This design comes from an exercise in tuning for small area, a short achievable clock period and few clock cycles per item on the open sky130 flow, not from production work. Function was checked by simulation only, so behaviour that the tests miss may differ from the original.

## multi_dataflow_core
module multi_dataflow_core (
  input  logic        ap_clk,
  input  logic        ap_rst,
  input  logic [31:0] in0_data,
  output logic        in0_full_n,
  input  logic        in0_write,
  input  logic [31:0] in1_data,
  output logic        in1_full_n,
  input  logic        in1_write,
  output logic [31:0] out0_data,
  input  logic        out0_full_n,
  output logic        out0_write,
  output logic [31:0] out1_data,
  input  logic        out1_full_n,
  output logic        out1_write,
  input  logic [7:0]  ID
);
Settings: LEC_CHECK=0, ABC_AREA=1, CAP_MARGIN=20, CORE_MARGIN=2, CORE_UTILIZATION=50, CTS_CLUSTER_DIAMETER=100, CTS_CLUSTER_SIZE=24, SLEW_MARGIN=20, SYNTH_HIERARCHICAL=1; clock period 8.5 ns.
standard.sh (not shown) runs the stock make flow with config.mk's settings and CLKGATE_MAP_FILE= SYNTH_SCRIPT=/design/flow/synth_recipe.tcl, a recipe that flattens the netlist after the stock synthesis.
==> flow/flow/run.sh <==
#!/bin/bash
# The standard layout, with the smallest plain buffers (buf_1) rather than the default delay-cell
# buffers on the ports, and timing repair aimed at 5.2 ns of setup slack. Make's full output
# goes to standard_flow.log in the work folder.
set -euo pipefail
bash standard.sh "BUFFER_PORTS_ARGS=-buffer_cell sky130_fd_sc_hd__buf_1" SETUP_SLACK_MARGIN=5.2 finish > standard_flow.log 2>&1
The baseline completed without violations.
Testbench counts at the start, summed over its fixed seeds: cycles 8,288, items 8,192.
Next try:
==> flow/flow/run.sh (replaced) <==
#!/bin/bash
# The standard layout, with the smallest plain buffers (buf_1) rather than the default delay-cell
# buffers on the ports, and timing repair aimed at 5.35 ns of setup slack. Make's full output
# goes to standard_flow.log in the work folder.
set -euo pipefail
bash standard.sh "BUFFER_PORTS_ARGS=-buffer_cell sky130_fd_sc_hd__buf_1" SETUP_SLACK_MARGIN=5.35 finish > standard_flow.log 2>&1
--- a/flow/config.mk
+++ b/flow/config.mk
@@ -10,3 +10,3 @@
 export CORE_MARGIN = 2
-export CORE_UTILIZATION = 50
+export CORE_UTILIZATION = 40
 export CTS_CLUSTER_DIAMETER = 100
- clock-buffer cell count decreases by 1
- via count increases slightly
- maximum frequency increases slightly
- cell area increases by a few percent
- cell count increases by a few percent
- die area increases by a quarter to a third
- clock skew decreases by 18 ps
- routed wire length increases by a few percent

run 1:
multi_dataflow_core again, from the RTL that the note above started with.
==> flow/config.mk <==
export PLATFORM = sky130hd
export DESIGN_NAME = multi_dataflow_core
export DESIGN_NICKNAME = multi_dataflow_core
export VERILOG_FILES = /design/flow/design.v
export SDC_FILE = /design/flow/constraint.sdc
export NUM_CORES = 4
export LEC_CHECK = 0
export ABC_AREA = 1
export CAP_MARGIN = 20
export CORE_MARGIN = 2
export CORE_UTILIZATION = 40
export CTS_CLUSTER_DIAMETER = 100
export CTS_CLUSTER_SIZE = 24
export SLEW_MARGIN = 20
export SYNTH_HIERARCHICAL = 1
==> flow/constraint.sdc <==
create_clock -name core_clock -period 8.5 [get_ports {ap_clk}]
set_input_delay 1.7000 -clock core_clock [delete_from_list [all_inputs] [get_ports {ap_clk}]]
set_output_delay 1.7000 -clock core_clock [all_outputs]
set_load 0.01 [all_outputs]
==> flow/flow/run.sh <==
#!/bin/bash
# The standard layout, with plain buffers (buf_4) rather than the default delay-cell
# buffers on the ports, and timing repair aimed at 5.2 ns of setup slack. Make's full output
# goes to standard_flow.log in the work folder.
set -euo pipefail
bash standard.sh "BUFFER_PORTS_ARGS=-buffer_cell sky130_fd_sc_hd__buf_4" SETUP_SLACK_MARGIN=5.2 finish > standard_flow.log 2>&1
Run 1: flow completed, timing, DRC and antenna clean
Testbench counts of run 1, summed over its fixed seeds: cycles 8,288, items 8,192.
> inputs changed (run 1 -> run 2)
==> flow/flow/run.sh <==
#!/bin/bash
# The standard layout, with the smallest plain buffers (buf_1) rather than the default delay-cell
# buffers on the ports, and timing repair aimed at 5.25 ns of setup slack. Make's full output
# goes to standard_flow.log in the work folder.
set -euo pipefail
bash standard.sh "BUFFER_PORTS_ARGS=-buffer_cell sky130_fd_sc_hd__buf_1" SETUP_SLACK_MARGIN=5.25 finish > standard_flow.log 2>&1
==> comparison <==
- Run 2 completed end to end with timing, DRC and antenna clean.
- Multi-input gate share of total cell area (lower): run 1
- Run 2 vs run 1 — first-pass GRT wire length dropped 860 um.
Input-level comparison between run 3 and run 2:
==> flow/flow/run.sh <==
#!/bin/bash
# The standard layout, with the smallest plain buffers (buf_1) rather than the default delay-cell
# buffers on the ports, and timing repair aimed at 5.2 ns of setup slack. Make's full output
# goes to standard_flow.log in the work folder.
set -euo pipefail
bash standard.sh "BUFFER_PORTS_ARGS=-buffer_cell sky130_fd_sc_hd__buf_1" SETUP_SLACK_MARGIN=5.2 finish > standard_flow.log 2>&1
## What came out
Run comparison: run 2 top layer used by detailed routing met5; run 3 top layer used by detailed routing met4
Core utilization, run 3 and run 2, higher one = run 2.
Diff run 2 -> run 3: post-placement setup slack -57 ps, global-route usage down 0.27 points.
Run 3 ran to completion and came out clean on the timing, design-rule and antenna checks.
Changes observed in run 3 relative to run 2: final non-filler cell total shows a reduction of about 0.8%; total buffers and inverters traversed by the critical path shows a reduction of 1; clock tree cell share of total cell area shows an increase of 0.66 points; share of the cycle needed by the critical path after routing shows no meaningful change.
Setup changes, run 3 to run 4
==> flow/flow/run.sh <==
#!/bin/bash
# The standard layout, with the smallest plain buffers (buf_1) rather than the default delay-cell
# buffers on the ports, and timing repair aimed at 5.1 ns of setup slack. Make's full output
# goes to standard_flow.log in the work folder.
set -euo pipefail
bash standard.sh "BUFFER_PORTS_ARGS=-buffer_cell sky130_fd_sc_hd__buf_1" SETUP_SLACK_MARGIN=5.1 finish > standard_flow.log 2>&1
==> comparison <==
Wire length on met2 shrinks slightly when moving from run 3 to run 4. Going from run 3 to run 4, the final instance area was found to have gone down by about 0.3%. Against run 3 as the reference, run 4 delivers a higher worst endpoint data arrival time. Run 4 went all the way through the flow, and no timing, DRC or antenna check failed.

==> what the ideal ports hide <==
How much do the figures lean on ideal ports? The routed layouts below were timed once more, with nothing changed but the port constraints.
Step 1 assumes that a clkbuf_16 drives the clock port and a buf_2 every other input.
Step 2 adds t to the input delays and takes it off the output delays; t is the mean of the earliest and latest rising clock arrival at the registers after step 1. Input paths then give back, and output paths get back, about the clock's delay inside the block.
Slacks: ideal ports / drivers / drivers and shift; pairs: ideal ports / drivers.
run	t, ns	slack for setup (ns)	clock arrival spread, ns	worst register clock-pin slew, ns	cell pins on the clock port's net
the first run of note 1	0.617	5.102 / 5.102 / 4.859	0.048 / 0.048	0.10 / 0.10	1
the second run of note 1	0.613	5.149 / 5.149 / 4.943	0.027 / 0.027	0.10 / 0.10	1
run 1	0.643	5.192 / 5.192 / 4.863	0.027 / 0.027	0.10 / 0.10	1
run 2	0.621	5.136 / 5.136 / 4.918	0.024 / 0.025	0.10 / 0.10	1
run 3	0.632	5.130 / 5.130 / 4.767	0.050 / 0.050	0.10 / 0.10	1
run 4	0.617	5.012 / 5.012 / 4.782	0.027 / 0.027	0.10 / 0.10	1
After both steps setup and hold are still met in every run listed. The setup slack of run 3, which loses most, moves by 0.000 ns with the drivers and by -0.363 ns with both steps.
